This is an optimization exercise on Yosys and OpenROAD, whose aim is small area and a short achievable clock period, not a production implementation. The RTL was checked by simulation tests, not by an equivalence proof against the original design. Power is estimated from default activity; no workload was simulated.

Design alu_array_top, start of the top module:
module alu_array_top (
	input  logic         clk,
	input  logic         arst_n,
	input  logic         in_valid,
	input  logic [2:0]   op,          
	input  logic [127:0] a_bus,       
	input  logic [127:0] b_bus,
	output logic         out_valid,
	output logic [127:0] result_bus,
	output logic [3:0]   carry_bus,
	output logic [3:0]   zero_bus
);
Size in the first run: roughly 1,300 cells after synthesis, about 470 flip-flops, roughly 17,000 sq um of cells after synthesis.
==> flow/config.mk <==
export PLATFORM = sky130hd
export DESIGN_NAME = alu_array_top
export DESIGN_NICKNAME = alu_array_top
export VERILOG_FILES = /design/flow/design.v
export SDC_FILE = /design/flow/constraint.sdc
export NUM_CORES = 4
export LEC_CHECK = 0
export CAP_MARGIN = 20
export CORE_MARGIN = 2
export CORE_UTILIZATION = 40
export SLEW_MARGIN = 20
export SYNTH_HIERARCHICAL = 1
==> flow/constraint.sdc <==
create_clock -name core_clock -period 18.0 [get_ports {clk}]
set_input_delay 3.6000 -clock core_clock [delete_from_list [all_inputs] [get_ports {clk}]]
set_output_delay 3.6000 -clock core_clock [all_outputs]
set_load 0.01 [all_outputs]
standard.sh (not shown) runs the stock make flow with config.mk's settings and CLKGATE_MAP_FILE= SYNTH_SCRIPT=/design/flow/synth_recipe.tcl, a recipe that flattens the netlist after the stock synthesis.
==> flow/flow/run.sh <==
#!/bin/bash
# The standard layout, with the smallest buffer on every port instead of the
# one buffer_ports picks on its own, a clock tree of smaller buffers without
# dummy loads, and timing repair that aims well below the clock period.
set -euo pipefail
export BUFFER_PORTS_ARGS="-buffer_cell sky130_fd_sc_hd__buf_1"
export CTS_ARGS="-sink_clustering_enable -repair_clock_nets -dont_use_dummy_load -sink_clustering_size 20 -sink_clustering_max_diameter 80 -buf_list {sky130_fd_sc_hd__clkbuf_4 sky130_fd_sc_hd__clkbuf_8}"
export SETUP_SLACK_MARGIN=13.2
bash standard.sh > standard.log 2>&1
The first run finished clean.
Then changed:
--- a/flow/flow/run.sh
+++ b/flow/flow/run.sh
@@ -6,4 +6,3 @@
 export BUFFER_PORTS_ARGS="-buffer_cell sky130_fd_sc_hd__buf_1"
 export CTS_ARGS="-sink_clustering_enable -repair_clock_nets -dont_use_dummy_load -sink_clustering_size 20 -sink_clustering_max_diameter 80 -buf_list {sky130_fd_sc_hd__clkbuf_4 sky130_fd_sc_hd__clkbuf_8}"
-export SETUP_SLACK_MARGIN=13.2
 bash standard.sh > standard.log 2>&1
Clock skew stays flat.
Non-clock buffer count falls by 1.
Combinational power falls by about 1%.
Wire length falls by 3.6%.
Power is about the same.
Setup slack loses 1000 ps.
Sequential share of layout area rises by 0.45 points.
Sequential power stays flat.
Via count falls by 1.2%.
Design area falls by 1.1%.
Worst hold slack loses 19 ps.
Then changed:
--- a/flow/flow/run.sh
+++ b/flow/flow/run.sh
@@ -6,3 +6,4 @@
 export BUFFER_PORTS_ARGS="-buffer_cell sky130_fd_sc_hd__buf_1"
 export CTS_ARGS="-sink_clustering_enable -repair_clock_nets -dont_use_dummy_load -sink_clustering_size 20 -sink_clustering_max_diameter 80 -buf_list {sky130_fd_sc_hd__clkbuf_4 sky130_fd_sc_hd__clkbuf_8}"
+export SETUP_SLACK_MARGIN=13.35
 bash standard.sh > standard.log 2>&1
After rerunning: The changed run went through all stages and came out clean. Global-route usage climbs by 2.3 points. Non-clock buffer count grows by 18. Power rose by a few percent. Fmax went up by about a fifth. Clock skew drops by 13 ps. Routed wire length went up by about a fifth. Sequential power is about the same. Register-to-register slack loses 50 ps.
Then changed:
--- a/flow/flow/run.sh
+++ b/flow/flow/run.sh
@@ -6,4 +6,4 @@
 export BUFFER_PORTS_ARGS="-buffer_cell sky130_fd_sc_hd__buf_1"
 export CTS_ARGS="-sink_clustering_enable -repair_clock_nets -dont_use_dummy_load -sink_clustering_size 20 -sink_clustering_max_diameter 80 -buf_list {sky130_fd_sc_hd__clkbuf_4 sky130_fd_sc_hd__clkbuf_8}"
-export SETUP_SLACK_MARGIN=13.35
+export SETUP_SLACK_MARGIN=13.2
 bash standard.sh > standard.log 2>&1
Settings changed: CORE_UTILIZATION 40 to 60.
Clock skew came out lower by 6.9 ps; via count decreases by about 2.3%; setup slack is worse by 12 ps; wire length is lower by 18%; die area came out lower by 33%; design area went down by 9.5%; critical path depth came out lower by 2; area after synthesis does not change; utilization came out higher by 19 points; total power fell by 4.8%; clock power decreases by about 4.5%.

## port drivers added, routing unchanged
No port has a modelled driver above. Below, the same layouts with a new extraction and two added sets of constraints. Step 1: set_driving_cell puts a clkbuf_16 on clk and a buf_2 on each other input, an assumption about the parent block. Step 2 times the ports against the registers' clock, not the clock port: input delays grow and output delays shrink by t, the midpoint of the rising clock arrivals with the driver on. a / b / c = ideal ports / drivers / drivers and shift; a / b = the first two.
| run | t, ns | setup slack, ns | worst setup path at the end | worst register clock-pin slew, ns | pins driven straight from the clock port |
|---|---|---|---|---|---|
| the first run | 0.648 | 13.262 / 13.223 / 12.637 | input to register | 0.12 / 0.12 | 1 |
| the second run | 0.656 | 12.215 / 12.243 / 11.587 | input to register | 0.12 / 0.12 | 1 |
| the third run | 0.653 | 13.242 / 13.241 / 12.588 | input to register | 0.12 / 0.12 | 1 |
| the fourth run | 0.628 | 13.230 / 13.204 / 12.586 | input to register | 0.12 / 0.12 | 1 |
After both steps setup and hold are still met in every run listed. For the third run, which loses most, drivers alone change the setup slack by -0.001 ns; drivers and shift together by -0.654 ns.
